Background: an optimization exercise with open tools, aiming at small area. Do not read the settings as production practice.
The RTL was checked by simulation tests, not by an equivalence proof against the original design.
No activity file was given, so power comes from the tool's default toggle rates.

===== flow/design.v =====
package branch_predictor_pkg;
    localparam int unsigned XLEN = 32;
endpackage
module bp_g_inv (input logic a, output logic y);
    assign y = !a;
endmodule
module bp_g_nand2 (input logic a, b, output logic y);
    assign y = !(a & b);
endmodule
module bp_g_nor2 (input logic a, b, output logic y);
    assign y = !(a | b);
endmodule
module bp_g_or2 (input logic a, b, output logic y);
    assign y = a | b;
endmodule
module bp_g_and2 (input logic a, b, output logic y);
    assign y = a & b;
endmodule
module bp_g_and3 (input logic a, b, c, output logic y);
    assign y = a & b & c;
endmodule
module bp_g_nand3 (input logic a, b, c, output logic y);
    assign y = !(a & b & c);
endmodule
module bp_g_nand4 (input logic a, b, c, d, output logic y);
    assign y = !(a & b & c & d);
endmodule
module bp_g_or4 (input logic a, b, c, d, output logic y);
    assign y = a | b | c | d;
endmodule
module bp_g_or3 (input logic a, b, c, output logic y);
    assign y = a | b | c;
endmodule
module bp_g_xnor2 (input logic a, b, output logic y);
    assign y = !(a ^ b);
endmodule
module bp_g_a21o (input logic a1, a2, b1, output logic y);
    assign y = (a1 & a2) | b1;
endmodule
module bp_g_and4 (input logic a, b, c, d, output logic y);
    assign y = a & b & c & d;
endmodule
module bp_g_xor2 (input logic a, b, output logic y);
    assign y = a ^ b;
endmodule
module bp_g_a222oi (input logic a1, a2, b1, b2, c1, c2, output logic y);
    assign y = !((a1 & a2) | (b1 & b2) | (c1 & c2));
endmodule
module bp_g_a31oi (input logic a1, a2, a3, b1, output logic y);
    assign y = !((a1 & a2 & a3) | b1);
endmodule
module bp_g_o21a (input logic a1, a2, b1, output logic y);
    assign y = (a1 | a2) & b1;
endmodule
module bp_g_ha (input logic a, b, output logic s, co);
    assign s  = a ^ b;
    assign co = a & b;
endmodule
module bp_sel16 (input logic [15:0] s, input logic [15:0] d, output logic y);
    logic [5:0] n;
    logic       m;
    for (genvar k = 0; k < 5; k++) begin : g_a
        bp_g_a222oi u_a (.a1(s[3*k]), .a2(d[3*k]), .b1(s[3*k+1]), .b2(d[3*k+1]),
                         .c1(s[3*k+2]), .c2(d[3*k+2]), .y(n[k]));
    end
    bp_g_nand2 u_n5 (.a(s[15]), .b(d[15]), .y(n[5]));
    bp_g_and4  u_m  (.a(n[0]), .b(n[1]), .c(n[2]), .d(n[3]), .y(m));
    bp_g_nand3 u_y  (.a(m), .b(n[4]), .c(n[5]), .y(y));
endmodule
module bp_sel16k (input logic [15:0] s, input logic [15:0] d, input logic k, output logic y);
    logic [5:0] n;
    logic       m;
    for (genvar j = 0; j < 5; j++) begin : g_a
        bp_g_a222oi u_a (.a1(s[3*j]), .a2(d[3*j]), .b1(s[3*j+1]), .b2(d[3*j+1]),
                         .c1(s[3*j+2]), .c2(d[3*j+2]), .y(n[j]));
    end
    bp_g_nand2 u_n5 (.a(s[15]), .b(d[15]), .y(n[5]));
    bp_g_and4  u_m  (.a(n[0]), .b(n[1]), .c(n[2]), .d(n[3]), .y(m));
    bp_g_a31oi u_y  (.a1(m), .a2(n[4]), .a3(n[5]), .b1(k), .y(y));
endmodule
module bp_pre4 (input logic [1:0] idx, input logic [1:0] idx_n, input logic en, output logic [3:0] y_n);
    bp_g_nand3 u_0 (.a(idx_n[1]), .b(idx_n[0]), .c(en), .y(y_n[0]));
    bp_g_nand3 u_1 (.a(idx_n[1]), .b(idx[0]),   .c(en), .y(y_n[1]));
    bp_g_nand3 u_2 (.a(idx[1]),   .b(idx_n[0]), .c(en), .y(y_n[2]));
    bp_g_nand3 u_3 (.a(idx[1]),   .b(idx[0]),   .c(en), .y(y_n[3]));
endmodule
module bp_pre4n (input logic [1:0] idx, input logic [1:0] idx_n, output logic [3:0] y_n);
    bp_g_nand2 u_0 (.a(idx_n[1]), .b(idx_n[0]), .y(y_n[0]));
    bp_g_nand2 u_1 (.a(idx_n[1]), .b(idx[0]),   .y(y_n[1]));
    bp_g_nand2 u_2 (.a(idx[1]),   .b(idx_n[0]), .y(y_n[2]));
    bp_g_nand2 u_3 (.a(idx[1]),   .b(idx[0]),   .y(y_n[3]));
endmodule
module bp_dec16 (input logic [3:0] idx, output logic [15:0] oh);
    logic [3:0] idx_n, lo_n, hi_n;
    for (genvar b = 0; b < 4; b++) begin : g_i
        bp_g_inv u_i (.a(idx[b]), .y(idx_n[b]));
    end
    bp_pre4n u_lo (.idx(idx[1:0]), .idx_n(idx_n[1:0]), .y_n(lo_n));
    bp_pre4n u_hi (.idx(idx[3:2]), .idx_n(idx_n[3:2]), .y_n(hi_n));
    for (genvar g = 0; g < 16; g++) begin : g_oh
        bp_g_nor2 u_o (.a(lo_n[g % 4]), .b(hi_n[g / 4]), .y(oh[g]));
    end
endmodule
module bp_udec
(
    input  logic [3:0]  idx,
    input  logic        wr_en,
    input  logic        bht_we,
    input  logic        inv_en,
    output logic [15:0] wr,
    output logic [15:0] bw,
    output logic [15:0] inv_n
);
    logic [3:0] idx_n, lo_n, hw_n, hb_n, hi_n;
    for (genvar b = 0; b < 4; b++) begin : g_i
        bp_g_inv u_i (.a(idx[b]), .y(idx_n[b]));
    end
    bp_pre4n u_lo (.idx(idx[1:0]), .idx_n(idx_n[1:0]), .y_n(lo_n));
    bp_pre4  u_hw (.idx(idx[3:2]), .idx_n(idx_n[3:2]), .en(wr_en),  .y_n(hw_n));
    bp_pre4  u_hb (.idx(idx[3:2]), .idx_n(idx_n[3:2]), .en(bht_we), .y_n(hb_n));
    bp_pre4  u_hi (.idx(idx[3:2]), .idx_n(idx_n[3:2]), .en(inv_en), .y_n(hi_n));
    for (genvar g = 0; g < 16; g++) begin : g_oh
        bp_g_nor2 u_w (.a(lo_n[g % 4]), .b(hw_n[g / 4]), .y(wr[g]));
        bp_g_nor2 u_b (.a(lo_n[g % 4]), .b(hb_n[g / 4]), .y(bw[g]));
        bp_g_or2  u_v (.a(lo_n[g % 4]), .b(hi_n[g / 4]), .y(inv_n[g]));
    end
endmodule
module bp_btb
#(
    parameter int unsigned ENTRIES = 16,
    parameter int unsigned TAG_W   = 26,
    parameter int unsigned XLEN    = 32
)
(
    input  logic               clk,
    input  logic               rst_n,
    input  logic [ENTRIES-1:0] wr_i,      
    input  logic [ENTRIES-1:0] inv_n_i,   
    input  logic               wr_jmp_i,
    input  logic [TAG_W-1:0]   wr_tag_i,
    input  logic [XLEN-1:0]    wr_target_i,
    output logic [ENTRIES-1:0] valid_o,
    output logic [ENTRIES-1:0] jmp_o,
    output logic [TAG_W-1:0][ENTRIES-1:0] tag_o,     
    output logic [XLEN-1:0][ENTRIES-1:0]  target_o   
);
    logic [ENTRIES-1:0] valid_q;
    logic [ENTRIES-1:0] jmp_q;
    logic [TAG_W-1:0]   tag_q [ENTRIES];
    logic [XLEN-1:0]    tgt_q [ENTRIES];
    logic [ENTRIES-1:0] valid_d;
    for (genvar g = 0; g < ENTRIES; g++) begin : g_entry
        bp_g_a21o u_vd (.a1(valid_q[g]), .a2(inv_n_i[g]), .b1(wr_i[g]), .y(valid_d[g]));
        always_ff @(posedge clk or negedge rst_n) begin
            if (!rst_n) begin
                valid_q[g] <= 1'b0;
            end else begin
                valid_q[g] <= valid_d[g];
            end
        end
        always_ff @(posedge clk) begin
            if (wr_i[g]) begin
                jmp_q[g] <= wr_jmp_i;
                tag_q[g] <= wr_tag_i;
                tgt_q[g] <= wr_target_i;
            end
        end
        for (genvar b = 0; b < TAG_W; b++) begin : g_tb
            assign tag_o[b][g] = tag_q[g][b];
        end
        for (genvar b = 0; b < XLEN; b++) begin : g_xb
            assign target_o[b][g] = tgt_q[g][b];
        end
    end
    assign valid_o = valid_q;
    assign jmp_o   = jmp_q;
endmodule
module bp_satcnt
(
    input  logic        clk,
    input  logic        rst_n,
    input  logic        inc,
    output logic [31:0] q
);
    logic [31:0] q_r, d;
    logic [7:0]  n;
    logic [3:0]  g, cin;
    logic        full_n, c0;
    for (genvar k = 0; k < 8; k++) begin : g_n
        bp_g_nand4 u_n (.a(q_r[4*k]), .b(q_r[4*k+1]), .c(q_r[4*k+2]), .d(q_r[4*k+3]), .y(n[k]));
    end
    for (genvar j = 0; j < 4; j++) begin : g_g
        bp_g_nor2 u_g (.a(n[2*j]), .b(n[2*j+1]), .y(g[j]));
    end
    bp_g_nand4 u_full (.a(g[0]), .b(g[1]), .c(g[2]), .d(g[3]), .y(full_n));
    bp_g_and2  u_c0   (.a(inc), .b(full_n), .y(c0));
    assign cin[0] = c0;
    bp_g_and2 u_cin1 (.a(c0), .b(g[0]), .y(cin[1]));
    bp_g_and3 u_cin2 (.a(c0), .b(g[0]), .c(g[1]), .y(cin[2]));
    bp_g_and4 u_cin3 (.a(c0), .b(g[0]), .c(g[1]), .d(g[2]), .y(cin[3]));
    for (genvar j = 0; j < 4; j++) begin : g_blk
        logic [7:0] c;
        assign c[0] = cin[j];
        for (genvar i = 0; i < 7; i++) begin : g_ha
            bp_g_ha u_h (.a(q_r[8*j+i]), .b(c[i]), .s(d[8*j+i]), .co(c[i+1]));
        end
        bp_g_xor2 u_x (.a(q_r[8*j+7]), .b(c[7]), .y(d[8*j+7]));
    end
    always_ff @(posedge clk or negedge rst_n) begin
        if (!rst_n) begin
            q_r <= '0;
        end else begin
            q_r <= d;
        end
    end
    assign q = q_r;
endmodule
module bp_redir
(
    input  logic        clk,
    input  logic        rst_n,
    input  logic        mis,
    input  logic        taken,
    input  logic [31:0] tgt,
    input  logic [31:0] pc,
    output logic [31:0] q
);
    logic [31:0] q_r, d, pc4, dn;
    logic [5:0]  n;
    logic [3:0]  cin;
    logic [1:0]  e;
    logic        sel_t, sel_p, hold;
    assign pc4[1:0] = pc[1:0];
    bp_g_inv u_p2 (.a(pc[2]), .y(pc4[2]));
    for (genvar k = 0; k < 6; k++) begin : g_n
        bp_g_nand4 u_n (.a(pc[4*k+2]), .b(pc[4*k+3]), .c(pc[4*k+4]), .d(pc[4*k+5]), .y(n[k]));
    end
    bp_g_nor2 u_e0 (.a(n[2]), .b(n[3]), .y(e[0]));
    bp_g_nor2 u_e1 (.a(n[4]), .b(n[5]), .y(e[1]));
    assign cin[0] = pc[2];
    bp_g_nor2 u_c1 (.a(n[0]), .b(n[1]), .y(cin[1]));
    bp_g_and2 u_c2 (.a(cin[1]), .b(e[0]), .y(cin[2]));
    bp_g_and3 u_c3 (.a(cin[1]), .b(e[0]), .c(e[1]), .y(cin[3]));
    for (genvar j = 0; j < 4; j++) begin : g_blk
        localparam int LO = (j == 0) ? 3 : 8 * j + 2;
        localparam int HI = (j == 3) ? 31 : 8 * j + 9;
        logic [HI:LO] c;
        assign c[LO] = cin[j];
        for (genvar i = LO; i < HI; i++) begin : g_ha
            bp_g_ha u_h (.a(pc[i]), .b(c[i]), .s(pc4[i]), .co(c[i+1]));
        end
        bp_g_xor2 u_x (.a(pc[HI]), .b(c[HI]), .y(pc4[HI]));
    end
    assign sel_t = mis & taken;
    assign sel_p = mis & !taken;
    assign hold  = !mis;
    for (genvar i = 0; i < 32; i++) begin : g_d
        bp_g_a222oi u_a (.a1(sel_t), .a2(tgt[i]), .b1(sel_p), .b2(pc4[i]),
                         .c1(hold), .c2(q_r[i]), .y(dn[i]));
        bp_g_inv    u_i (.a(dn[i]), .y(d[i]));
    end
    always_ff @(posedge clk or negedge rst_n) begin
        if (!rst_n) begin
            q_r <= '0;
        end else begin
            q_r <= d;
        end
    end
    assign q = q_r;
endmodule
module bp_mis
(
    input  logic        valid,
    input  logic        taken,
    input  logic        pred_taken,
    input  logic [31:0] tgt,
    input  logic [31:0] pred_tgt,
    output logic        mis
);
    logic [31:0] x;
    logic [7:0]  f;
    logic [1:0]  e;
    for (genvar i = 0; i < 32; i++) begin : g_x
        bp_g_xnor2 u_x (.a(tgt[i]), .b(pred_tgt[i]), .y(x[i]));
    end
    for (genvar k = 0; k < 8; k++) begin : g_f
        bp_g_nand4 u_f (.a(x[4*k]), .b(x[4*k+1]), .c(x[4*k+2]), .d(x[4*k+3]), .y(f[k]));
    end
    bp_g_or4 u_e0 (.a(f[0]), .b(f[1]), .c(f[2]), .d(f[3]), .y(e[0]));
    bp_g_or4 u_e1 (.a(f[4]), .b(f[5]), .c(f[6]), .d(f[7]), .y(e[1]));
    assign mis = valid && ((taken != pred_taken) || (taken && (e[0] || e[1])));
endmodule
module bp_bhtnxt (input logic [1:0] cur, input logic taken, output logic [1:0] nxt);
    logic [1:0] c, n;
    assign c = cur ^ 2'b01;
    always_comb begin
        if (taken) begin
            n = (c == 2'b11) ? c : c + 2'd1;
        end else begin
            n = (c == 2'b00) ? c : c - 2'd1;
        end
    end
    assign nxt = n ^ 2'b01;
endmodule
module branch_predictor
#(
    parameter int unsigned XLEN    = branch_predictor_pkg::XLEN,
    parameter int unsigned ENTRIES = 16,
    parameter int unsigned IDX_W   = $clog2(ENTRIES)
)
(
    input  logic            clk,
    input  logic            rst_n,
    input  logic [XLEN-1:0] if_pc,
    output logic            pred_taken,
    output logic [XLEN-1:0] pred_target,
    input  logic            ex_valid,
    input  logic [XLEN-1:0] ex_pc,
    input  logic            ex_is_branch,
    input  logic            ex_is_jump,
    input  logic            ex_taken,
    input  logic [XLEN-1:0] ex_target,
    input  logic            ex_pred_taken,
    input  logic [XLEN-1:0] ex_pred_target,
    output logic            flush,
    output logic [XLEN-1:0] redirect_pc,
    output logic [31:0]     stat_branches,
    output logic [31:0]     stat_mispred
);
    localparam int unsigned TAG_W = XLEN - IDX_W - 2;
    logic [ENTRIES-1:0]              rd_oh, wr_oh, bw_oh, inv_n;
    logic [ENTRIES-1:0]              valid_all, jmp_all;
    logic [TAG_W-1:0][ENTRIES-1:0]   tag_all;
    logic [XLEN-1:0][ENTRIES-1:0]    tgt_all;
    logic [1:0][ENTRIES-1:0]         bht_all;
    logic                            rd_valid, rd_jmp, rd_bht1;
    logic [TAG_W-1:0]                rd_tag, tx;
    logic [5:0]                      tf;
    logic [3:0]                      th;
    logic                            hit_n, pt_n;
    logic                            is_br, wr_en, inv_en, bht_we, mis, br_inc;
    logic [1:0]                      bht_q [ENTRIES];
    logic [1:0]                      bht_cur, bht_nxt;
    logic                            flush_q;
    assign is_br  = ex_is_branch && !ex_is_jump;
    assign wr_en  = ex_valid && (ex_is_jump || (is_br && ex_taken));
    assign inv_en = ex_valid && !ex_is_branch && !ex_is_jump && ex_pred_taken;
    assign bht_we = ex_valid && is_br;
    assign br_inc = ex_valid && (ex_is_branch || ex_is_jump);
    bp_dec16 u_rd_dec (.idx(if_pc[IDX_W+1:2]), .oh(rd_oh));
    bp_udec  u_u_dec  (.idx(ex_pc[IDX_W+1:2]), .wr_en(wr_en), .bht_we(bht_we),
                       .inv_en(inv_en), .wr(wr_oh), .bw(bw_oh), .inv_n(inv_n));
    bp_btb #(
        .ENTRIES (ENTRIES),
        .TAG_W   (TAG_W),
        .XLEN    (XLEN)
    ) u_btb (
        .clk         (clk),
        .rst_n       (rst_n),
        .wr_i        (wr_oh),
        .inv_n_i     (inv_n),
        .wr_jmp_i    (ex_is_jump),
        .wr_tag_i    (ex_pc[XLEN-1:IDX_W+2]),
        .wr_target_i (ex_target),
        .valid_o     (valid_all),
        .jmp_o       (jmp_all),
        .tag_o       (tag_all),
        .target_o    (tgt_all)
    );
    for (genvar g = 0; g < ENTRIES; g++) begin : g_bht_all
        assign bht_all[0][g] = bht_q[g][0];
        assign bht_all[1][g] = bht_q[g][1];
    end
    bp_sel16 u_rv (.s(rd_oh), .d(valid_all),  .y(rd_valid));
    bp_sel16 u_rj (.s(rd_oh), .d(jmp_all),    .y(rd_jmp));
    bp_sel16 u_rb (.s(rd_oh), .d(bht_all[1]), .y(rd_bht1));
    for (genvar b = 0; b < TAG_W; b++) begin : g_rtag
        bp_sel16  u_r (.s(rd_oh), .d(tag_all[b]), .y(rd_tag[b]));
        bp_g_xnor2 u_x (.a(rd_tag[b]), .b(if_pc[IDX_W+2+b]), .y(tx[b]));
    end
    for (genvar k = 0; k < 6; k++) begin : g_tf
        bp_g_nand4 u_f (.a(tx[4*k]), .b(tx[4*k+1]), .c(tx[4*k+2]), .d(tx[4*k+3]), .y(tf[k]));
    end
    for (genvar k = 0; k < 3; k++) begin : g_th
        bp_g_nor2 u_h (.a(tf[2*k]), .b(tf[2*k+1]), .y(th[k]));
    end
    bp_g_and3  u_th3  (.a(tx[24]), .b(tx[25]), .c(rd_valid), .y(th[3]));
    bp_g_nand4 u_hitn (.a(th[0]), .b(th[1]), .c(th[2]), .d(th[3]), .y(hit_n));
    bp_g_nor2 u_ptn (.a(rd_jmp), .b(rd_bht1), .y(pt_n));
    bp_g_nor2 u_pt  (.a(hit_n), .b(pt_n), .y(pred_taken));
    for (genvar b = 0; b < XLEN; b++) begin : g_rtgt
        bp_sel16k u_r (.s(rd_oh), .d(tgt_all[b]), .k(hit_n), .y(pred_target[b]));
    end
    bp_sel16  u_ub0 (.s(bw_oh), .d(bht_all[0]), .y(bht_cur[0]));
    bp_sel16  u_ub1 (.s(bw_oh), .d(bht_all[1]), .y(bht_cur[1]));
    bp_bhtnxt u_bn  (.cur(bht_cur), .taken(ex_taken), .nxt(bht_nxt));
    for (genvar g = 0; g < ENTRIES; g++) begin : g_bht
        always_ff @(posedge clk or negedge rst_n) begin
            if (!rst_n) begin
                bht_q[g] <= 2'b00;
            end else if (bw_oh[g]) begin
                bht_q[g] <= bht_nxt;
            end
        end
    end
    bp_mis u_mis (
        .valid      (ex_valid),
        .taken      (ex_taken),
        .pred_taken (ex_pred_taken),
        .tgt        (ex_target),
        .pred_tgt   (ex_pred_target),
        .mis        (mis)
    );
    always_ff @(posedge clk or negedge rst_n) begin
        if (!rst_n) begin
            flush_q <= 1'b0;
        end else begin
            flush_q <= mis;
        end
    end
    bp_redir u_redir (
        .clk   (clk),
        .rst_n (rst_n),
        .mis   (mis),
        .taken (ex_taken),
        .tgt   (ex_target),
        .pc    (ex_pc),
        .q     (redirect_pc)
    );
    bp_satcnt u_st_br  (.clk(clk), .rst_n(rst_n), .inc(br_inc), .q(stat_branches));
    bp_satcnt u_st_mis (.clk(clk), .rst_n(rst_n), .inc(mis),    .q(stat_mispred));
    assign flush = flush_q;
endmodule

===== flow/run.sh =====
#!/bin/bash
# synth_recipe.tcl (not shown) runs the flow's synth.tcl, then flattens the netlist and writes it again
# the make line also repeats each setting of config.mk as NAME=value (left out here)
make -C /OpenROAD-flow-scripts/flow DESIGN_CONFIG=/design/flow/config.mk WORK_HOME=/design/flow/orfs CLKGATE_MAP_FILE= SYNTH_SCRIPT=/design/flow/synth_recipe.tcl finish

===== flow/config.mk =====
export PLATFORM = sky130hd
export DESIGN_NAME = branch_predictor
export DESIGN_NICKNAME = branch_predictor
export VERILOG_FILES = /design/flow/design.v
export SDC_FILE = /design/flow/constraint.sdc
export NUM_CORES = 4
export LEC_CHECK = 0
export CAP_MARGIN = 20
export CORE_MARGIN = 2
export CORE_UTILIZATION = 40
export CTS_BUF_LIST = sky130_fd_sc_hd__clkbuf_8
export CTS_CLUSTER_DIAMETER = 50
export CTS_CLUSTER_SIZE = 18
export SLEW_MARGIN = 20
export SYNTH_HIERARCHICAL = 1

===== flow/constraint.sdc =====
create_clock -name core_clock -period 7.0 [get_ports {clk}]
set_input_delay 1.4000 -clock core_clock [delete_from_list [all_inputs] [get_ports {clk}]]
set_output_delay 1.4000 -clock core_clock [all_outputs]
set_load 0.01 [all_outputs]

==> qor.txt, run 1 <==
ROUTE
-----------------------------------------------------------------------------------------
Via total after detailed routing                                                    23900
DRC violation count after routing                                                       0
Routed wire length                                                              115000 um
Number of iterations in the first detailed-routing pass                                 8
Detail-routed via count per cell                                                     6.05
Drt wl/cell                                                                       29.2 um
Detail Route Antenna Nets                                                               0
Number of DRC markers after the initial detailed-route iteration                     3928

CRITICAL PATH
-----------------------------------------------------------------------------------------
Sort of element at the end of the critical path                                output pin
Worst R2R Start                                                              u_st_br.q_r[7]
Required time of the worst setup path                                             5.60 ns
Reg2reg end                                                                  u_st_br.q_r[31]
Data arrival time of the critical path                                            5.29 ns
Nature of the critical path startpoint                                       primary input
Start-to-end type of the worst setup path                                       in -> out
Setup slack of the worst register-to-register path                                4.12 ns
Highest net fanout along the worst path                                                16
Number of cells on the worst reg-to-reg path                                           13

FLOORPLAN
-----------------------------------------------------------------------------------------
I/O pin total                                                                         265
Starting density of the core                                                        40.4%
Cell Rows                                                                             115
Die Y-Extent                                                                       319 um
Chip Width                                                                         319 um
Core Region                                                                    0.0984 mm2
Die Outline Area                                                                0.102 mm2

GLOBAL ROUTE
-----------------------------------------------------------------------------------------
Maximum number of pins on one net before global-route repair                           88
Number of antenna violations at the first check in global routing                       4
Global router's overall resource usage                                              22.2%
Final global-route overflow total                                                       0
Via count of the first global-routing pass                                          24300
First-pass GRT wire length                                                      165000 um

CLOCK NETWORK
-----------------------------------------------------------------------------------------
Source-to-sink clock delay at the later pin of the worst-skew pair                0.78 ns
Maximum number of buffers from clock root to sink                                       3
H-tree levels                                                                           3
Inserted Clock Buffers                                                                106
Clock sinks                                                                          1089
Root cell of the clock tree                                                      clkbuf_8
Clk pin slew, worst setup/hold paths                                              0.09 ns
TritonCTS clock tree                                                                 done

PLACED DESIGN
-----------------------------------------------------------------------------------------
Routability Congestion                                                              0.771
Number of cells in the design after placement                                        3739
Placement-stage cell area                                                      0.0458 mm2
Post-Place Worst Slack                                                          -0.243 ns
Detailed placer's ending HPWL                                                    68000 um
Port Buffer Count                                                                     262

FINISH
-----------------------------------------------------------------------------------------
Relative area change from synthesis to final layout                                 22.1%
Area taken by flip-flops and latches                                           0.0320 mm2
Most frequent standard cell in the layout excluding fill and tap cells           edfxtp_1
Layout fillers                                                                       8173
Final Non-Filler Cells                                                               3945
Fraction of final layout cells with drive strength greater than 1                   16.5%
Multi-input logic area                                                        0.00796 mm2
Post-route cell area                                                           0.0486 mm2
Nets                                                                                 2780
Highest-count cells in the layout ignoring fill and taps                     edfxtp_1, a222oi_1, clkdlybuf4s50_1

TIMING
-----------------------------------------------------------------------------------------
Final Skew                                                                      0.0423 ns
Setup repair after global routing missed its margin                                    no
Number of endpoints failing setup at the final stage                                    0
Actual transition at the worst max-transition pin                                 1.08 ns
Number of max-slew violations in the final report                                       0
Ratio of final minimum period to clock period                                       95.6%
Final Hold Violating Endpoints                                                          0
Hold slack                                                                       0.486 ns
Max Clk Rate                                                                      149 MHz
Final Critical Period                                                             6.69 ns
Relative slew slack                                                                 27.9%
Final critical-path setup slack                                                  0.309 ns

SYNTH
-----------------------------------------------------------------------------------------
Synth top area share                                                                71.3%
Post-synthesis net count                                                             2254
Synthesized flop and latch total                                                     1089
Number of enable flip-flop cells after synthesis                                      944
Sequential-to-total area share from yosys stat                                      80.4%
Number of instances in the synthesized netlist                                       2038
Yosys top cell by area                                                           edfxtp_1
Count of different cell masters after synthesis                                        32
Average cell area after synthesis                                                19.5 um2
Warnings, synthesis                                                                    14
Most frequently used flop master after synthesis                                 edfxtp_1
Proportion of register bits with asynchronous set or reset after synthesis          13.3%
Top area cells in the synthesized netlist                                    edfxtp_1, dfrtp_1, a222oi_1, ha_1, and4_1
Post-Syn Area                                                                  0.0398 mm2

MIN PATH
-----------------------------------------------------------------------------------------
Type of the tightest min-delay check                                           reg -> reg
Worst hold path cell count                                                              1
Min-Delay Endpoint                                                           u_btb.valid_q[12]
Launch point of the worst hold path                                          u_btb.valid_q[12]

POWER AND IR DROP
-----------------------------------------------------------------------------------------
Static leakage                                                                  0.0163 uW
Worst ir drop on vdd                                                             0.200 mV
PwrDens                                                                        265 mW/mm2

JOB
-----------------------------------------------------------------------------------------
Max-capacitance violation count                                                         0

OUTCOME
-----------------------------------------------------------------------------------------
Run status                                                       timing/DRC/antenna clean

==> Yosys stat by module, one instance, submodules excluded, a selection <==
| module | area [um2] | cells inside |
|---|---|---|
| bp_g_inv | 3.75 | 1 |
| bp_g_xnor2 | 8.76 | 1 |
| bp_g_or2 | 6.26 | 1 |
| bp_g_nand4 | 6.26 | 1 |
| bp_g_xor2 | 8.76 | 1 |
| bp_g_and2 | 6.26 | 1 |
| bp_redir | 821 | 35 |
| bp_g_a21o | 7.51 | 1 |
==> synthesized netlist by cell type, types with 26 or more instances <==
library cell and instances:
edfxtp_1 944, a222oi_1 347, dfrtp_1 145, ha_1 81, nand2_1 75, and4_1 65, nor2_1 65, xnor2_1 58
inv_1 43, nand3_1 43, nand4_1 39, a31oi_1 33, mux2_2 26
==> logic make-up after synthesis <==
kind of cell,after synthesis,synth area share (%)
xor gates and xnor gates,70,1.54
buffers and inverters,45,0.462
adders and majority gates,82,2.58
and+or+nand+nor,319,4.44
AOI/OAI and AO/OA,401,9.63
DFF,1089,80.4
muxes,32,0.963
==> area by class of cell <==
| type | count | share of cell area, % |
|---|---|---|
| flip-flops and latches | 1089 | 65.8 |
| multi-input cells | 904 | 16.4 |
| repair buffers | 420 | 8.72 |
| well taps | 1287 | 3.31 |
| clock buffers | 107 | 3.03 |
| clock inverters | 92 | 2.39 |
| inverters | 43 | 0.332 |
| diodes | 3 | 0.0155 |
==> report_power, final <==
group / switching [uW] / leakage [uW] / internal, uW
sequential: 101 / 0.0104 / 7250
clock: 2490 / 0.00130 / 2120
combinational: 500 / 0.00465 / 404
total: 3090 / 0.0163 / 9770
==> flip-flops by register name, indices dropped and copies added, names as in the netlist <==
| register | flops |
|---|---|
| u_st_br.q_r | 32 |
| u_btb.jmp_q | 16 |
| flush_q | 1 |
| u_st_mis.q_r | 32 |
| u_btb.tgt_q | 512 |
| bht_q | 32 |
| u_btb.valid_q | 16 |
| u_btb.tag_q | 416 |
| u_redir.q_r | 32 |
==> worst max path at each step <==
stage	startpoint	to	slack (ns)	depth (start not counted)
CTS	if_pc[3]	pred_target[3]	0.004	18
global route	if_pc[4]	pred_target[30]	0.18	18
floorplan	if_pc[5]	pred_target[0]	0.03	11
global placement	if_pc[3]	pred_target[6]	-0.21	18
finish	if_pc[4]	pred_target[6]	0.31	18
detailed placement	if_pc[2]	pred_target[15]	-0.24	19
==> metrics by stage <==
step,util (%),setup TNS (ns),power [uW]
final,49.4,0,12900
after global routing,49.4,0,13300
after CTS,49.3,0,13000
after detailed placement,46.5,-2.84,8400
after global placement,46.5,-2.28,8360
after floorplan,-,0,7830
==> timing repair <==
action	in CTS	in global routing
hold buffers	0	0
gates cloned	0	1
gates resized for setup	21	9
setup buffers	0	3
setup endpoints to repair	30	24
pin swaps	4	3
endpoints found under the hold margin	0	0
==> routing by layer <==
metal	part of all wire, %	track usage, %	up-vias
li1	-	-	10100
met1	41	31.3	12300
met2	47	35.7	1347
met3	11	4.57	108
met4	1.5	4.92	0
met5	0	0	-
==> worst max-delay path, stage by stage <==
cell	delay (ns)
dlygate4sd2_1	0.32
inv_1	0.13
nand2_2	0.20
nor2_4	0.09
buf_12	0.15
buf_4	0.17
a222oi_1	0.35
and4_1	0.26
nand3_1	0.12
xnor2_1	0.19
nand4_1	0.25
buf_4	0.22
nor2_1	0.09
nand4_1	0.11
buf_4	0.17
buf_6	0.18
a31oi_2	0.26
clkdlybuf4s50_1	0.60
==> run 2, diff against run 1 <==
--- a/flow/config.mk
+++ b/flow/config.mk
@@ -10,5 +10,5 @@
 export CORE_UTILIZATION = 40
-export CTS_BUF_LIST = sky130_fd_sc_hd__clkbuf_8
-export CTS_CLUSTER_DIAMETER = 50
-export CTS_CLUSTER_SIZE = 18
+export CTS_BUF_LIST = sky130_fd_sc_hd__clkbuf_4 sky130_fd_sc_hd__clkbuf_8
+export CTS_CLUSTER_DIAMETER = 60
+export CTS_CLUSTER_SIZE = 16
 export SLEW_MARGIN = 20
==> run 2 against run 1 <==
Hold slack improved by 0.0020 ns. Global-route usage rose by 0.055 points. Register-to-register slack barely moved. Fmax fell by 1.0%. Synthesized area did not move. Largest cell class unchanged.
==> qor.txt, run 2 <==
CRITICAL PATH
-----------------------------------------------------------------------------------------
Sort of element at the end of the critical path                                output pin
Startpoint of the worst setup timing path                                        if_pc[4]
Worst R2R Start                                                              u_st_br.q_r[7]
Nature of the critical path startpoint                                       primary input
Start-to-end type of the worst setup path                                       in -> out
Required time of the worst setup path                                             5.60 ns   about the same
Data arrival time of the critical path                                            5.36 ns   +0.07 ns
Highest net fanout along the worst path                                                21   +5

GLOBAL ROUTE
-----------------------------------------------------------------------------------------
Maximum number of pins on one net before global-route repair                           88   unchanged
First-pass GRT wire length                                                      166000 um   about the same
Via count of the first global-routing pass                                          24200   -0.65%
Number of antenna violations at the first check in global routing                       4   unchanged
Final global-route overflow total                                                       0   unchanged
Global router's overall resource usage                                              22.2%   +0.055 points

ROUTE
-----------------------------------------------------------------------------------------
Number of DRC markers after the initial detailed-route iteration                     3941   +0.33%
Detail-routed via count per cell                                                     6.08   +0.51%
Amount of wire on met2 after detailed routing                                    53500 um   -0.50%
Routed wire length                                                              115000 um   about the same
Via total after detailed routing                                                    23800   -0.40%
Number of iterations in the first detailed-routing pass                                 9   +1
DRC violation count after routing                                                       0   unchanged
Wire length on met1                                                              47500 um   +1.1%
Detail Route Antenna Nets                                                               0   unchanged
Sum of met3 wire segment lengths after detailed routing                          11700 um   -6.5%
Uppermost signal routing layer after detailed routing                                met4
Drt wl/cell                                                                       29.4 um   +0.93%

POWER AND IR DROP
-----------------------------------------------------------------------------------------
Internal power                                                                    9370 uW   -4.2%
Switching share of power                                                            22.9%   -1.2 points
Total chip power                                                                 12100 uW   -5.6%
Fraction of power consumed by combinational cells                                    7.4%   +0.4 points
Seq pwr share                                                                       60.6%   +3.4 points
Worst ir drop on vdd                                                             0.202 mV   +0.91%
Static leakage                                                                  0.0161 uW   -1.5%
Switching Power                                                                   2770 uW   -10%
Share of total power in the clock network                                           32.0%   -3.8 points
PwrDens                                                                        253 mW/mm2   -4.4%

CLOCK NETWORK
-----------------------------------------------------------------------------------------
Clock sinks                                                                          1089   unchanged
Post-cts hold buffer count                                                              0   unchanged
Root cell of the clock tree                                                      clkbuf_8
Clk pin slew, worst setup/hold paths                                              0.09 ns   about the same
H-tree levels                                                                           3   unchanged
Inserted Clock Buffers                                                                 89   -16%
Source-to-sink clock delay at the later pin of the worst-skew pair                0.74 ns   -0.04 ns
Maximum number of buffers from clock root to sink                                       3   unchanged
TritonCTS clock tree                                                                 done

FINISH
-----------------------------------------------------------------------------------------
Nets                                                                                 2766   -0.50%
Flip-flop count of the largest register, all copies and words added                   512   unchanged
Relative area change from synthesis to final layout                                 20.6%
Multi-input logic area                                                        0.00795 mm2   about the same
Highest-count cells in the layout ignoring fill and taps                     edfxtp_1, a222oi_1, clkdlybuf4s50_1
Area taken by flip-flops and latches                                           0.0320 mm2   unchanged
Register name with the most flops                                             u_btb.tgt_q
Most frequent standard cell in the layout excluding fill and tap cells           edfxtp_1
Fraction of final layout cells with drive strength greater than 1                   15.4%   -1.1 points
Layout fillers                                                                       8191   +0.22%
Registers with the highest flip-flop counts                                  u_btb.tgt_q (512), u_btb.tag_q (416)

SYNTH
-----------------------------------------------------------------------------------------
Proportion of register bits with asynchronous set or reset after synthesis          13.3%   unchanged
Commonest cells post-synth                                                   edfxtp_1, a222oi_1, dfrtp_1, ha_1, nand2_1
Top area cells in the synthesized netlist                                    edfxtp_1, dfrtp_1, a222oi_1, ha_1, and4_1
Average cell area after synthesis                                                19.5 um2   unchanged
Yosys top cell by area                                                           edfxtp_1
Synth top area share                                                                71.3%   unchanged
Count of different cell masters after synthesis                                        32   unchanged
Sequential-to-total area share from yosys stat                                      80.4%   unchanged
Number of enable flip-flop cells after synthesis                                      944   unchanged
Most common cell in the synthesized netlist                                      edfxtp_1
Warnings, synthesis                                                                    14   unchanged
Post-Syn Area                                                                  0.0398 mm2   unchanged
Synthesized flop and latch total                                                     1089   unchanged
Most frequently used flop master after synthesis                                 edfxtp_1
Number of instances in the synthesized netlist                                       2038   unchanged
Post-synthesis net count                                                             2254   unchanged

OUTCOME
-----------------------------------------------------------------------------------------
Run status                                                       timing/DRC/antenna clean

TIMING
-----------------------------------------------------------------------------------------
Actual transition at the worst max-transition pin                                 1.11 ns   +0.0313 ns
Number of max-slew violations in the final report                                       0   unchanged
Final Hold Violating Endpoints                                                          0   unchanged
Setup repair after global routing missed its margin                                    no
Ratio of final minimum period to clock period                                       96.6%   +0.97 points
Relative slew slack                                                                 25.8%   -2.1 points
Final Critical Period                                                             6.76 ns   +0.0681 ns
Hold slack                                                                       0.488 ns   +0.00204 ns
Final critical-path setup slack                                                  0.241 ns   -0.0681 ns
Max Clk Rate                                                                      148 MHz   -1.0%
Aggregate negative setup slack                                                       0 ns   unchanged
Number of endpoints failing setup at the final stage                                    0   unchanged
Final Skew                                                                      0.0224 ns   -0.0198 ns

FLOORPLAN
-----------------------------------------------------------------------------------------
Die Y-Extent                                                                       319 um   unchanged
Starting density of the core                                                        40.4%   unchanged
Chip Width                                                                         319 um   unchanged
I/O pin total                                                                         265   unchanged
Cell Rows                                                                             115   unchanged
Core Region                                                                    0.0984 mm2   unchanged
Die Outline Area                                                                0.102 mm2   unchanged

PLACED DESIGN
-----------------------------------------------------------------------------------------
Port Buffer Count                                                                     262   unchanged
Routability Congestion                                                              0.771   unchanged
Detailed placer's ending HPWL                                                    68000 um   unchanged
Post-Place Worst Slack                                                          -0.243 ns   unchanged

MIN PATH
-----------------------------------------------------------------------------------------
Type of the tightest min-delay check                                           reg -> reg
Launch point of the worst hold path                                          u_btb.valid_q[8]

JOB
-----------------------------------------------------------------------------------------
Max-capacitance violation count                                                         0   unchanged

-- run 2: cell counts after synthesis --
Identical to the previous run, type by type.
-- run 2: final timing paths --
kind	cells past startpoint	slack, ns	endpoint
worst max-delay path	20	0.24	pred_target[16]
worst min-delay path	1	0.49	u_btb.valid_q[8]
worst max register to register	13	4.13	u_st_br.q_r[31]
worst min register to register	1	0.49	u_btb.valid_q[8]
max in group asynchronous	2	4.80	bht_q[8][1]
min in group asynchronous	1	0.75	u_redir.q_r[16]
-- run 2: cells by family (layout without fill, tap and decap cells) --
logic type	after synthesis	count (layout)	share of synthesized area, %
DFF	1089	1089	80.4
AOI/OAI and AO/OA	401	401	9.63
and+or+nand+nor	319	319	4.44
adders and majority gates	82	82	2.58
xor gates and xnor gates	70	70	1.54
buffers and inverters	45	626	0.462
muxes	32	32	0.963
other	0	3	0
-- run 2: power by group through the flow --
stage                     clock network, uW  logic, uW  registers (uW)
after CTS                              3960        911            7350
after global routing                   4210        968            7370
after detailed placement                  0        902            7490
after global placement                    0        880            7480
final                                  3880        904            7350
after floorplan                           0        319            7510
-- run 2: final cells by class --
class,count,share of cell area (%)
Tap cell,1287,3.36
Inverter,43,0.336
Sequential cell,1089,66.7
Antenna cell,3,0.0157
Clock inverter,38,1.01
Clock buffer,122,3.12
Timing Repair Buffer,423,8.92
Multi-Input combinational cell,904,16.6
-- run 2: metal layers --
metal | GRT usage, % | up-vias
li1 | - | 10000
met2 | 35.3 | 1292
met3 | 4.42 | 149
met4 | 5.24 | 0
met1 | 31.7 | 12300
met5 | 0 | -
-- run 2: Yosys stat by module (local to each module, per instance), a selection --
module,copies in the design,cells inside
bp_g_and4,65,1
bp_satcnt,2,32
branch_predictor,1,72
bp_g_ha,81,1
bp_g_xnor2,58,1
bp_g_nand3,43,1
bp_g_inv,41,1
bp_redir,1,35
bp_g_a21o,16,1
bp_g_or4,2,1
bp_g_and3,4,1
bp_bhtnxt,1,4
bp_g_and2,5,1
bp_g_nand4,39,1
-- run 2: metrics by stage --
stage                     cell area [um2]  cells  util, %
after detailed placement            45800   3739     46.5
after global routing                48000   3908     48.7
final                               48000   3909     48.7
after CTS                           47900   3901     48.6
after global placement              45800   3739     46.5
after floorplan                     39800   2038        -
-- run 2: worst max-delay path, cell delays in order --
cell,delay (ns)
dlygate4sd2_1,0.32
inv_1,0.13
nand2_4,0.13
buf_4,0.13
nor2_4,0.04
buf_12,0.16
buf_4,0.18
a222oi_1,0.25
and4_1,0.26
nand3_1,0.12
xnor2_1,0.23
nand4_1,0.26
buf_4,0.22
nor2_1,0.09
nand4_1,0.14
buf_4,0.19
buf_12,0.15
a31oi_1,0.18
buf_4,0.16
clkdlybuf4s50_1,0.57
-- run 2: what timing repair did --
| action | 4_1_cts | 5_1_grt |
|---|---|---|
| cloned | 0 | 1 |
| gates resized for setup | 18 | 10 |
| pin swaps | 5 | 3 |
| setup buffers | 2 | 4 |
| setup endpoints to repair | 32 | 31 |
| endpoints found under the hold margin | 0 | 0 |
==> run 3, diff against run 2 <==
--- a/flow/config.mk
+++ b/flow/config.mk
@@ -7,3 +7,3 @@
 export LEC_CHECK = 0
-export CAP_MARGIN = 20
+export CAP_MARGIN = 0
 export CORE_MARGIN = 2
@@ -13,3 +13,3 @@
 export CTS_CLUSTER_SIZE = 16
-export SLEW_MARGIN = 20
+export SLEW_MARGIN = 0
 export SYNTH_HIERARCHICAL = 1
==> run 3 against run 2 <==
Final cell count did not move. Clock power about the same. Final area stayed put. Sequential power is essentially flat. Critical path type unchanged.
==> qor.txt, run 3 <==
CLOCK NETWORK
-----------------------------------------------------------------------------------------
Source-to-sink clock delay at the later pin of the worst-skew pair                0.74 ns   about the same
Root cell of the clock tree                                                      clkbuf_8
H-tree levels                                                                           3   unchanged
Clock sinks                                                                          1089   unchanged
Inserted Clock Buffers                                                                 89   unchanged
Maximum number of buffers from clock root to sink                                       3   unchanged
TritonCTS clock tree                                                                 done
Clk pin slew, worst setup/hold paths                                              0.09 ns   about the same

FINISH
-----------------------------------------------------------------------------------------
Registers with the highest flip-flop counts                                  u_btb.tgt_q (512), u_btb.tag_q (416)
Relative area change from synthesis to final layout                                 20.6%   unchanged
Flip-flop count of the largest register, all copies and words added                   512   unchanged
Highest-count cells in the layout ignoring fill and taps                     edfxtp_1, a222oi_1, clkdlybuf4s50_1
Most frequent standard cell in the layout excluding fill and tap cells           edfxtp_1
Fraction of final layout cells with drive strength greater than 1                   15.4%   unchanged
Register name with the most flops                                             u_btb.tgt_q
Post-route cell area                                                           0.0480 mm2   unchanged
Nets                                                                                 2766   unchanged

FLOORPLAN
-----------------------------------------------------------------------------------------
Chip Width                                                                         319 um   unchanged
Cell Rows                                                                             115   unchanged
Die Outline Area                                                                0.102 mm2   unchanged
Core Region                                                                    0.0984 mm2   unchanged
I/O pin total                                                                         265   unchanged
Die Y-Extent                                                                       319 um   unchanged
Starting density of the core                                                        40.4%   unchanged

TIMING
-----------------------------------------------------------------------------------------
Actual transition at the worst max-transition pin                                 1.11 ns   unchanged
Setup repair after global routing missed its margin                                    no
Final critical-path setup slack                                                  0.241 ns   unchanged
Ratio of final minimum period to clock period                                       96.6%   unchanged
Final Hold Violating Endpoints                                                          0   unchanged
Final Critical Period                                                             6.76 ns   unchanged
Final Skew                                                                      0.0224 ns   unchanged
Number of endpoints failing setup at the final stage                                    0   unchanged
Number of max-slew violations in the final report                                       0   unchanged
Relative slew slack                                                                 25.8%   unchanged
Max Clk Rate                                                                      148 MHz   unchanged

SYNTH
-----------------------------------------------------------------------------------------
Warnings, synthesis                                                                    14   unchanged
Post-synthesis net count                                                             2254   unchanged
Most common cell in the synthesized netlist                                      edfxtp_1
Proportion of register bits with asynchronous set or reset after synthesis          13.3%   unchanged
Average cell area after synthesis                                                19.5 um2   unchanged
Synth top area share                                                                71.3%   unchanged
Yosys top cell by area                                                           edfxtp_1
Sequential-to-total area share from yosys stat                                      80.4%   unchanged
Number of instances in the synthesized netlist                                       2038   unchanged
Most frequently used flop master after synthesis                                 edfxtp_1
Top area cells in the synthesized netlist                                    edfxtp_1, dfrtp_1, a222oi_1, ha_1, and4_1
Number of enable flip-flop cells after synthesis                                      944   unchanged
Post-Syn Area                                                                  0.0398 mm2   unchanged
Commonest cells post-synth                                                   edfxtp_1, a222oi_1, dfrtp_1, ha_1, nand2_1
Synthesized flop and latch total                                                     1089   unchanged
Count of different cell masters after synthesis                                        32   unchanged

CRITICAL PATH
-----------------------------------------------------------------------------------------
Required time of the worst setup path                                             5.60 ns   about the same
Sort of element at the end of the critical path                                output pin
Startpoint of the worst setup timing path                                        if_pc[4]
Most used cell, CP                                                                  buf_4
Nature of the critical path startpoint                                       primary input
Cell chain of the critical path                                              dlygate4sd2_1 > inv_1 > nand2_4 > buf_4 > nor2_4 > buf_12 > buf_4 > a222oi_1 > and4_1 > nand3_1 > xnor2_1 > nand4_1 > buf_4 > nor2_1 > nand4_1 > buf_4 > buf_12 > a31oi_1 > buf_4 > clkdlybuf4s50_1
Highest net fanout along the worst path                                                21   unchanged
Data arrival time of the critical path                                            5.36 ns   about the same
Delay contributed by the slowest stage of the critical path                       0.57 ns   about the same
Critical-path top delay cell                                                 clkdlybuf4s50_1
Start-to-end type of the worst setup path                                       in -> out
Worst R2R Start                                                              u_st_br.q_r[7]

POWER AND IR DROP
-----------------------------------------------------------------------------------------
Fraction of power consumed by combinational cells                                    7.4%   about the same
Worst ir drop on vdd                                                             0.202 mV   unchanged
Share of total power in the clock network                                           32.0%   about the same
Internal power                                                                    9370 uW   unchanged
Seq pwr share                                                                       60.6%   about the same
Switching share of power                                                            22.9%   unchanged
Switching Power                                                                   2770 uW   unchanged
PwrDens                                                                        253 mW/mm2   unchanged
Static leakage                                                                  0.0161 uW   unchanged
Total chip power                                                                 12100 uW   unchanged

ROUTE
-----------------------------------------------------------------------------------------
Number of DRC markers after the initial detailed-route iteration                     3941   unchanged
Drt wl/cell                                                                       29.4 um   unchanged
Routed wire length                                                              115000 um   unchanged
Uppermost signal routing layer after detailed routing                                met4
Sum of met3 wire segment lengths after detailed routing                          11700 um   unchanged
Number of iterations in the first detailed-routing pass                                 9   unchanged
Wire length on met1                                                              47500 um   unchanged
Amount of wire on met2 after detailed routing                                    53500 um   unchanged
DRC violation count after routing                                                       0   unchanged
Detail-routed via count per cell                                                     6.08   unchanged
Via total after detailed routing                                                    23800   unchanged
Detail Route Antenna Nets                                                               0   unchanged

GLOBAL ROUTE
-----------------------------------------------------------------------------------------
Maximum number of pins on one net before global-route repair                           88   unchanged
Via count of the first global-routing pass                                          24200   unchanged
Number of antenna violations at the first check in global routing                       4   unchanged
First-pass GRT wire length                                                      166000 um   unchanged
Global router's overall resource usage                                              22.2%   unchanged
Final global-route overflow total                                                       0   unchanged

PLACED DESIGN
-----------------------------------------------------------------------------------------
Post-Place Worst Slack                                                          -0.243 ns   unchanged
Port Buffer Count                                                                     262   unchanged
Routability Congestion                                                              0.771   unchanged
Detailed placer's ending HPWL                                                    68000 um   unchanged
Placement-stage cell area                                                      0.0458 mm2   unchanged

JOB
-----------------------------------------------------------------------------------------
Max-capacitance violation count                                                         0   unchanged

OUTCOME
-----------------------------------------------------------------------------------------
Run status                                                       timing/DRC/antenna clean

MIN PATH
-----------------------------------------------------------------------------------------
Launch point of the worst hold path                                          u_btb.valid_q[8]
Type of the tightest min-delay check                                           reg -> reg

-- run 3: cell counts after synthesis --
No cell type changed its count.
-- run 3: repair_timing --
action | 4_1_cts | 5_1_grt
setup endpoints to repair | 32 | 31
setup buffers | 2 | 4
gates resized for setup | 18 | 10
gates cloned | 0 | 1
pin swaps | 5 | 3
hold buffers | 0 | 0
-- run 3: per-layer routing --
metal | global-route usage (%) | up-vias
met5 | 0 | -
met4 | 5.24 | 0
met3 | 4.42 | 149
met2 | 35.3 | 1292
met1 | 31.7 | 12300
li1 | - | 10000
-- run 3: logic make-up after synthesis --
logic type | after synthesis | synth area share, %
flops | 1089 | 80.4
compound gates | 401 | 9.63
simple gates | 319 | 4.44
fa+ha+maj | 82 | 2.58
xor+xnor | 70 | 1.54
buf+inv | 45 | 0.462
mux | 32 | 0.963
-- run 3: final timing paths --
path / end / slack (ns) / cells past startpoint
setup / recovery: pred_target[16] / 0.24 / 20
hold / removal: u_btb.valid_q[8] / 0.49 / 1
setup reg to reg: u_st_br.q_r[31] / 4.13 / 13
hold reg to reg: u_btb.valid_q[8] / 0.49 / 1
max in group asynchronous: bht_q[8][1] / 4.80 / 2
min in group asynchronous: u_redir.q_r[16] / 0.75 / 1
-- run 3: power by group through the flow --
stage,combinational [uW],sequential (uW),clock [uW]
final,904,7350,3880
after global routing,968,7370,4210
after CTS,911,7350,3960
after detailed placement,902,7490,0
after global placement,880,7480,0
after floorplan,319,7510,0
-- run 3: final cells by class --
class	count	area (um2)
Antenna cell	3	7.51
Clock buffer	122	1500
Clock inverter	38	484
Fill cell	8191	50500
Inverter	43	161
Multi-Input combinational cell	904	7950
Sequential cell	1089	32000
Tap cell	1287	1610
Timing Repair Buffer	423	4280
-- run 3: Yosys stat by module (local to each module, per instance), a selection --
module	cell area (um2)	flops+latches	cells
bp_mis	15.0	0	3
bp_g_xnor2	8.76	0	1
bp_g_and3	6.26	0	1
bp_g_nor2	3.75	0	1
branch_predictor	1270	33	72
bp_g_a31oi	6.26	0	1
bp_g_or4	7.51	0	1
bp_g_and2	6.26	0	1
bp_satcnt	801	32	32
bp_g_ha	12.5	0	1
bp_g_a222oi	10.0	0	1
bp_g_and4	8.76	0	1
bp_g_a21o	7.51	0	1
bp_g_inv	3.75	0	1
bp_g_nand2	3.75	0	1
bp_redir	821	32	35
-- run 3: metrics by stage --
stage | cells | utilization, % | TNS, ns | hold WS [ns]
floorplan | 2038 | - | 0 | 0.453
global placement | 3739 | 46.5 | -2.28 | 0.462
detailed placement | 3739 | 46.5 | -2.84 | 0.468
CTS | 3901 | 48.6 | 0 | 0.490
global route | 3908 | 48.7 | 0 | 0.504
finish | 3909 | 48.7 | 0 | 0.488
-- run 3: worst max-delay path, delay by kind of cell --
| family | cells | cell delay, ns |
|---|---|---|
| buffers and inverters | 10 | 2.21 |
| and+or+nand+nor | 7 | 1.04 |
| AOI/OAI and AO/OA | 2 | 0.43 |
| xor gates and xnor gates | 1 | 0.23 |
==> run 4, diff against run 3 <==
==> flow/flow/run.sh (new file) <==
#!/bin/bash
# Layout flow: the standard flow (standard.sh, standard synthesis
# unchanged), with two layout choices made through ORFS variables:
#  - port buffers use the smallest buffer cell, sky130_fd_sc_hd__buf_1;
#  - clock tree built from clkbuf_4/clkbuf_8 in clusters of 16 sinks,
#    without dummy balancing loads.
# All tool output goes to flow.log here; ORFS also keeps per-step logs
# under orfs/logs/.
set -euo pipefail
cd "$(dirname "$0")/.."

export BUFFER_PORTS_ARGS="-buffer_cell sky130_fd_sc_hd__buf_1"
export CTS_ARGS="-sink_clustering_enable -repair_clock_nets -dont_use_dummy_load -buf_list {sky130_fd_sc_hd__clkbuf_4 sky130_fd_sc_hd__clkbuf_8} -sink_clustering_size 16 -sink_clustering_max_diameter 60"

bash standard.sh > flow.log 2>&1
==> flow/standard.sh (new file) <==
#!/bin/bash
# synth_recipe.tcl (not shown) runs the flow's synth.tcl, then flattens the netlist and writes it again
# the make line also repeats each setting of config.mk as NAME=value (left out here)
make -C /OpenROAD-flow-scripts/flow DESIGN_CONFIG=/design/flow/config.mk WORK_HOME=/design/flow/orfs CLKGATE_MAP_FILE= SYNTH_SCRIPT=/design/flow/synth_recipe.tcl "${@:-finish}"
==> flow/config.mk (replaced) <==
export PLATFORM = sky130hd
export DESIGN_NAME = branch_predictor
export DESIGN_NICKNAME = branch_predictor
export VERILOG_FILES = /design/flow/design.v
export SDC_FILE = /design/flow/constraint.sdc
export NUM_CORES = 4
export LEC_CHECK = 0
export CAP_MARGIN = 20
export CORE_MARGIN = 2
export CORE_UTILIZATION = 40
export SLEW_MARGIN = 20
export SYNTH_HIERARCHICAL = 1
removed: flow/run.sh
==> run 4 against run 3 <==
Combinational power down 16%. First-iteration DRC count down 5.3%. Largest cell class unchanged. Register-to-register slack worse by 0.07 ns. Count of clock-buffer cells in the layout down 36. Fmax up 3.2%. Highest routed layer is now met5. Synthesized cell count unchanged. Utilization down 3.1 points. Final cell count down 3.3%. Sequential share of layout area up 4.5 points.
==> qor.txt, run 4 <==
CLOCK NETWORK
-----------------------------------------------------------------------------------------
Root cell of the clock tree                                                      clkbuf_8
Post-cts hold buffer count                                                              0   unchanged
CTS resizes                                                                             0   -18
Source-to-sink clock delay at the later pin of the worst-skew pair                0.71 ns   -0.03 ns
Total setup buffers inserted after CTS                                                  0   -2
Maximum number of buffers from clock root to sink                                       3   unchanged
Clock sinks                                                                          1089   unchanged
Inserted Clock Buffers                                                                 86   -3.4%
TritonCTS clock tree                                                                 done
Clk pin slew, worst setup/hold paths                                              0.09 ns   about the same
H-tree levels                                                                           3   unchanged

GLOBAL ROUTE
-----------------------------------------------------------------------------------------
Number of antenna violations at the first check in global routing                       8   +4
Via count of the first global-routing pass                                          23500   -2.9%
Maximum number of pins on one net before global-route repair                           73   -17%
First-pass GRT wire length                                                      159000 um   -3.7%
Global router's overall resource usage                                              21.5%   -0.71 points
Final global-route overflow total                                                       0   unchanged

FLOORPLAN
-----------------------------------------------------------------------------------------
I/O pin total                                                                         265   unchanged
Die Outline Area                                                                0.102 mm2   unchanged
Cell Rows                                                                             115   unchanged
Starting density of the core                                                        40.4%   unchanged
Chip Width                                                                         319 um   unchanged
Core Region                                                                    0.0984 mm2   unchanged
Die Y-Extent                                                                       319 um   unchanged

ROUTE
-----------------------------------------------------------------------------------------
Routed wire length                                                              112000 um   -3.0%
DRC violation count after routing                                                       0   unchanged
Detail Route Antenna Nets                                                               0   unchanged
Via total after detailed routing                                                    23300   -2.1%
Drt wl/cell                                                                       29.5 um   +0.35%
Number of DRC markers after the initial detailed-route iteration                     3731   -5.3%
Detail-routed via count per cell                                                     6.15   +1.2%
Number of iterations in the first detailed-routing pass                                 9   unchanged

CRITICAL PATH
-----------------------------------------------------------------------------------------
Cell chain of the critical path                                              buf_1 > inv_1 > nand2_1 > nor2_4 > buf_4 > a222oi_1 > and4_1 > nand3_1 > xnor2_1 > nand4_1 > nor2_1 > nand4_1 > buf_4 > a31oi_1 > buf_1
Data arrival time of the critical path                                            5.15 ns   -0.21 ns
Sort of element at the end of the critical path                                output pin
Required time of the worst setup path                                             5.60 ns   about the same
Highest net fanout along the worst path                                                21   unchanged
Start-to-end type of the worst setup path                                       in -> out
Nature of the critical path startpoint                                       primary input
Critical-path top delay cell                                                     a222oi_1
Delay contributed by the slowest stage of the critical path                       0.40 ns   -0.17 ns

SYNTH
-----------------------------------------------------------------------------------------
Most common cell in the synthesized netlist                                      edfxtp_1
Proportion of register bits with asynchronous set or reset after synthesis          13.3%   unchanged
Synthesized flop and latch total                                                     1089   unchanged
Average cell area after synthesis                                                19.5 um2   unchanged
Sequential-to-total area share from yosys stat                                      80.4%   unchanged
Commonest cells post-synth                                                   edfxtp_1, a222oi_1, dfrtp_1, ha_1, nand2_1
Post-Syn Area                                                                  0.0398 mm2   unchanged
Count of different cell masters after synthesis                                        32   unchanged
Number of enable flip-flop cells after synthesis                                      944   unchanged
Number of instances in the synthesized netlist                                       2038   unchanged
Synth top area share                                                                71.3%   unchanged
Yosys top cell by area                                                           edfxtp_1
Warnings, synthesis                                                                    14   unchanged
Most frequently used flop master after synthesis                                 edfxtp_1
Top area cells in the synthesized netlist                                    edfxtp_1, dfrtp_1, a222oi_1, ha_1, and4_1
Post-synthesis net count                                                             2254   unchanged

POWER AND IR DROP
-----------------------------------------------------------------------------------------
PwrDens                                                                        247 mW/mm2   -2.4%
Static leakage                                                                  0.0146 uW   -9.4%
Worst ir drop on vdd                                                             0.196 mV   -2.9%

FINISH
-----------------------------------------------------------------------------------------
Fraction of final layout cells with drive strength greater than 1                   10.5%   -4.9 points
Most frequent standard cell in the layout excluding fill and tap cells           edfxtp_1
Final Non-Filler Cells                                                               3780   -3.3%
Register name with the most flops                                             u_btb.tgt_q
Nets                                                                                 2708   -2.1%
Highest-count cells in the layout ignoring fill and taps                     edfxtp_1, a222oi_1, buf_1
Layout fillers                                                                       8479   +3.5%
Registers with the highest flip-flop counts                                  u_btb.tgt_q (512), u_btb.tag_q (416)
Relative area change from synthesis to final layout                                 12.9%
Flip-flop count of the largest register, all copies and words added                   512   unchanged

PLACED DESIGN
-----------------------------------------------------------------------------------------
Detailed placer's ending HPWL                                                    65900 um   -3.1%
Routability Congestion                                                              0.801   +3.8%
Port Buffer Count                                                                     262   unchanged
Number of cells in the design after placement                                        3691   -1.3%

TIMING
-----------------------------------------------------------------------------------------
Final Critical Period                                                             6.55 ns   -0.207 ns
Setup repair after global routing missed its margin                                    no
Relative slew slack                                                                 23.3%   -2.6 points
Aggregate negative setup slack                                                       0 ns   unchanged
Max Clk Rate                                                                      153 MHz   +3.2%
Ratio of final minimum period to clock period                                       93.6%   -3.0 points
Final Hold Violating Endpoints                                                          0   unchanged
Number of max-slew violations in the final report                                       0   unchanged
Number of endpoints failing setup at the final stage                                    0   unchanged
Final Skew                                                                      0.0495 ns   +0.0270 ns
Actual transition at the worst max-transition pin                                 1.15 ns   +0.0412 ns

MIN PATH
-----------------------------------------------------------------------------------------
Type of the tightest min-delay check                                           reg -> reg

OUTCOME
-----------------------------------------------------------------------------------------
Run status                                                       timing/DRC/antenna clean

JOB
-----------------------------------------------------------------------------------------
Max-capacitance violation count                                                         0   unchanged

==> run 4: cell type report <==
type / count / area (um2) / area share [%]
Antenna cell: 3 / 7.51 / 0.0167
Clock buffer: 86 / 1180 / 2.64
Inverter: 43 / 161 / 0.359
Multi-Input combinational cell: 904 / 7860 / 17.5
Sequential cell: 1089 / 32000 / 71.2
Tap cell: 1287 / 1610 / 3.59
Timing Repair Buffer: 368 / 2110 / 4.70
==> run 4: Yosys stat by module, one instance, submodules excluded, a selection <==
module | copies in the design | cell area (um2) | cells inside | flops+latches
bp_g_and2 | 5 | 6.26 | 1 | 0
bp_g_ha | 81 | 12.5 | 1 | 0
branch_predictor | 1 | 1270 | 72 | 33
bp_mis | 1 | 15.0 | 3 | 0
bp_g_and3 | 4 | 6.26 | 1 | 0
bp_g_a21o | 16 | 7.51 | 1 | 0
==> run 4: kinds of logic after synthesis <==
family	after synthesis	synth area share [%]
AO/OA/AOI/OAI	401	9.63
XOR/XNOR	70	1.54
adder cells (fa/ha/maj)	82	2.58
buffers and inverters	45	0.462
flip-flops	1089	80.4
multiplexers	32	0.963
AND/OR/NAND/NOR	319	4.44
==> run 4: report_power, final <==
group / internal (uW) / switching [uW] / leakage (uW)
Combinational: 265 / 490 / 0.00358
Clock: 1100 / 1880 / 0.000618
Sequential: 7250 / 101 / 0.0104
==> run 4: worst max-delay path: cells and delay by family <==
| kind | cells | cell delay, ns |
|---|---|---|
| and+or+nand+nor | 7 | 1.78 |
| buffers and inverters | 5 | 1.03 |
| AOI/OAI and AO/OA | 2 | 0.76 |
| xor gates and xnor gates | 1 | 0.16 |
==> run 4: worst paths after layout <==
check                                  from          endpoint  slack (ns)  cells past startpoint
setup / recovery                   if_pc[5]   pred_target[26]        0.45                     15
hold / removal             u_btb.valid_q[8]  u_btb.valid_q[8]        0.49                      1
setup reg to reg             u_st_br.q_r[6]   u_st_br.q_r[31]        4.06                     13
min in group asynchronous             rst_n  u_st_mis.q_r[31]        0.65                      1
hold reg to reg            u_btb.valid_q[8]  u_btb.valid_q[8]        0.49                      1
max in group asynchronous             rst_n   u_redir.q_r[30]        5.24                      2
==> run 4: per-stage QoR <==
stage                     setup slack (ns)  hold slack [ns]  power (uW)  util (%)  instance area (um2)
after global placement               0.463            0.462        8210      44.4                43700
final                                0.448            0.494       11100      45.6                44900
after floorplan                     0.0339            0.453        7830         -                39800
after detailed placement             0.409            0.471        8260      44.4                43700
after global routing                 0.309            0.514       11500      45.6                44900
after CTS                            0.378            0.493       11200      45.6                44900
==> run 4: metal layers <==
layer	share of wire, %	vias to the layer above	track usage, %	routed length (um)
met3	12	145	6.03	12900
met5	0.034	-	0	38
met4	2.4	6	5.40	2650
li1	-	9812	-	-
met2	46	1267	34.1	51800
met1	40	12000	29.5	44400
==> run 5, diff against run 4 <==
--- a/flow/config.mk
+++ b/flow/config.mk
@@ -9,3 +9,4 @@
 export CORE_MARGIN = 2
-export CORE_UTILIZATION = 40
+export CORE_UTILIZATION = 75
+export PLACE_DENSITY = 0.85
 export SLEW_MARGIN = 20
==> run 5 against run 4 <==
Final area fell by 2.5%. Fmax rose by 1.3%. Wire length fell by 5.8%. Register-to-register slack improved by 0.10 ns. Highest routed layer unchanged. First-iteration DRC count rose by 37%. Final cell count fell by 16%. Sequential share of layout area rose by 1.8 points. Synthesized area did not move. Clock skew rose by 0.015 ns. Critical path depth rose by 2.
==> qor.txt, run 5 <==
ROUTE
-----------------------------------------------------------------------------------------
DRC violation count after routing                                                       0   unchanged
Detail-routed via count per cell                                                     7.76   +26%
Via total after detailed routing                                                    24500   +5.5%
Routed wire length                                                              105000 um   -5.8%

GLOBAL ROUTE
-----------------------------------------------------------------------------------------
Layer carrying the most global-route usage                                           met2
First-pass GRT wire length                                                      151000 um   -5.2%
Met1 Track Usage GR                                                                 53.8%   +24 points
Via count of the first global-routing pass                                          24300   +3.4%
Global router's overall resource usage                                              38.6%   +17 points
Number of antenna violations at the first check in global routing                       4   -4
Maximum number of pins on one net before global-route repair                           65   -11%

CLOCK NETWORK
-----------------------------------------------------------------------------------------
Clk pin slew, worst setup/hold paths                                              0.10 ns   about the same
Source-to-sink clock delay at the later pin of the worst-skew pair                0.71 ns   about the same
H-tree levels                                                                           3   unchanged
CTS resizes                                                                             0   unchanged
Inserted Clock Buffers                                                                 78   -9.3%
TritonCTS clock tree                                                                 done
Clock sinks                                                                          1089   unchanged
Maximum number of buffers from clock root to sink                                       3   unchanged
Post-cts hold buffer count                                                              0   unchanged
Root cell of the clock tree                                                      clkbuf_8
Total setup buffers inserted after CTS                                                  0   unchanged

TIMING
-----------------------------------------------------------------------------------------
Max Clk Rate                                                                      155 MHz   +1.3%
Ratio of final minimum period to clock period                                       92.4%   -1.2 points
Final Critical Period                                                             6.47 ns   -0.0863 ns
Actual transition at the worst max-transition pin                                 1.19 ns   +0.0364 ns
Aggregate negative setup slack                                                       0 ns   unchanged

POWER AND IR DROP
-----------------------------------------------------------------------------------------
Static leakage                                                                  0.0144 uW   -1.1%
PwrDens                                                                        250 mW/mm2   +1.3%
Switching share of power                                                            22.2%   -0.066 points
Total chip power                                                                 10900 uW   -1.3%
Switching Power                                                                   2430 uW   -1.5%
Worst ir drop on vdd                                                             0.221 mV   +13%
Internal power                                                                    8510 uW   -1.2%
Seq pwr share                                                                       67.3%   +1.0 points
Share of total power in the clock network                                           25.9%   -1.0 points

CRITICAL PATH
-----------------------------------------------------------------------------------------
Reg2reg end                                                                  u_st_mis.q_r[31]
Nature of the critical path startpoint                                       primary input
Setup slack of the worst register-to-register path                                4.16 ns   +0.10 ns
Sort of element at the end of the critical path                                output pin
Worst R2R Start                                                              u_st_mis.q_r[5]
Number of cells on the worst reg-to-reg path                                           13   unchanged
Data arrival time of the critical path                                            5.07 ns   -0.08 ns
Required time of the worst setup path                                             5.60 ns   about the same

SYNTH
-----------------------------------------------------------------------------------------
Average cell area after synthesis                                                19.5 um2   unchanged
Synthesized flop and latch total                                                     1089   unchanged
Count of different cell masters after synthesis                                        32   unchanged
Post-synthesis net count                                                             2254   unchanged
Most frequently used flop master after synthesis                                 edfxtp_1
Most common cell in the synthesized netlist                                      edfxtp_1
Number of enable flip-flop cells after synthesis                                      944   unchanged
Synth top area share                                                                71.3%   unchanged
Proportion of register bits with asynchronous set or reset after synthesis          13.3%   unchanged
Top area cells in the synthesized netlist                                    edfxtp_1, dfrtp_1, a222oi_1, ha_1, and4_1

PLACED DESIGN
-----------------------------------------------------------------------------------------
Detailed placer's ending HPWL                                                    61900 um   -6.1%
Routability Congestion                                                              0.891   +11%
Placement-stage cell area                                                      0.0427 mm2   -2.3%
Number of cells in the design after placement                                        3079   -17%

FINISH
-----------------------------------------------------------------------------------------
Flip-flop count of the largest register, all copies and words added                   512   unchanged
Nets                                                                                 2687   -0.78%
Final Non-Filler Cells                                                               3159   -16%
Most frequent standard cell in the layout excluding fill and tap cells           edfxtp_1
Post-route cell area                                                           0.0438 mm2   -2.5%
Highest-count cells in the layout ignoring fill and taps                     edfxtp_1, a222oi_1, buf_1

MIN PATH
-----------------------------------------------------------------------------------------
Launch point of the worst hold path                                          u_btb.valid_q[15]
Worst hold path cell count                                                              1   unchanged

FLOORPLAN
-----------------------------------------------------------------------------------------
Chip Width                                                                         234 um   -27%
Die Outline Area                                                               0.0549 mm2   -46%
Cell Rows                                                                              84   -27%

OUTCOME
-----------------------------------------------------------------------------------------
Run status                                                       timing/DRC/antenna clean

JOB
-----------------------------------------------------------------------------------------
Max-capacitance violation count                                                         0   unchanged

## run 5: logic make-up after synthesis
kind of cell,count (synthesis),synth area share (%)
multiplexers,32,0.963
flip-flops,1089,80.4
XOR/XNOR,70,1.54
buffers and inverters,45,0.462
AO/OA/AOI/OAI,401,9.63
AND/OR/NAND/NOR,319,4.44
adder cells (fa/ha/maj),82,2.58
## run 5: final cells by class
type / instances / area, um2 / area share [%]
diodes: 2 / 5.00 / 0.0114
clock buffers: 78 / 1070 / 2.45
inverters: 43 / 161 / 0.369
repair buffers: 355 / 1850 / 4.22
well taps: 688 / 861 / 1.97
flip-flops and latches: 1089 / 32000 / 73.0
multi-input cells: 904 / 7860 / 17.9
## run 5: through the flow
stage	utilization (%)	hold slack, ns	setup slack [ns]
6_report	83.3	0.497	0.534
5_1_grt	83.3	0.514	0.497
4_1_cts	83.3	0.493	0.762
3_5_place_dp	81.3	0.470	0.753
3_3_place_gp	81.3	0.461	0.882
2_1_floorplan	-	0.453	0.0339
## run 5: critical path, stage by stage
cell and delay (ns):
buf_1 0.15, inv_1 0.09, nand2_1 0.32, nor2_4 0.09, buf_4 0.21, buf_4 0.17, a222oi_1 0.54, and4_1 0.26
nand3_1 0.16, xnor2_1 0.20, nand4_1 0.11, nor2_1 0.35, nand4_1 0.20, buf_4 0.28, a31oi_1 0.19, buf_4 0.16
buf_1 0.15
## run 5: worst max-delay path by stage
| stage | startpoint | slack, ns | cells after the start | end |
|---|---|---|---|---|
| global placement | if_pc[5] | 0.88 | 17 | pred_target[30] |
| CTS | if_pc[5] | 0.76 | 17 | pred_target[30] |
| global route | if_pc[5] | 0.50 | 17 | pred_target[26] |
| floorplan | if_pc[5] | 0.03 | 11 | pred_target[0] |
| detailed placement | if_pc[5] | 0.75 | 17 | pred_target[30] |
| finish | if_pc[5] | 0.53 | 17 | pred_target[30] |
## run 5: Yosys stat by module, one instance, submodules excluded, a selection
module            flops+latches  times used  area (um2)
branch_predictor             33           1        1270
bp_satcnt                    32           2         801
bp_bhtnxt                     0           1        28.8
bp_g_xnor2                    0          58        8.76
bp_g_a21o                     0          16        7.51
bp_g_a31oi                    0          32        6.26
bp_g_nand3                    0          43        5.00
bp_g_nand2                    0          75        3.75
## run 5: power groups by stage
stage	clock network, uW	logic (uW)	registers, uW
after floorplan	0	319	7510
after global placement	0	688	7480
after detailed placement	0	730	7510
after CTS	2830	735	7360
after global routing	3040	791	7380
final	2830	750	7370
## run 5: layer usage
layer,vias up,share of wire (%)
met5,-,0.038
met4,6,4.6
met3,362,16
met2,2418,47
met1,12000,32
li1,9777,-

Re-timed with assumed drivers on the ports (clkbuf_16 on the clock, buf_2 on other inputs), run 5 has 0.505 ns of setup slack against 0.534 ns with ideal ports, and 0.505 ns once port delays also move by the mid clock arrival of 0.737 ns.
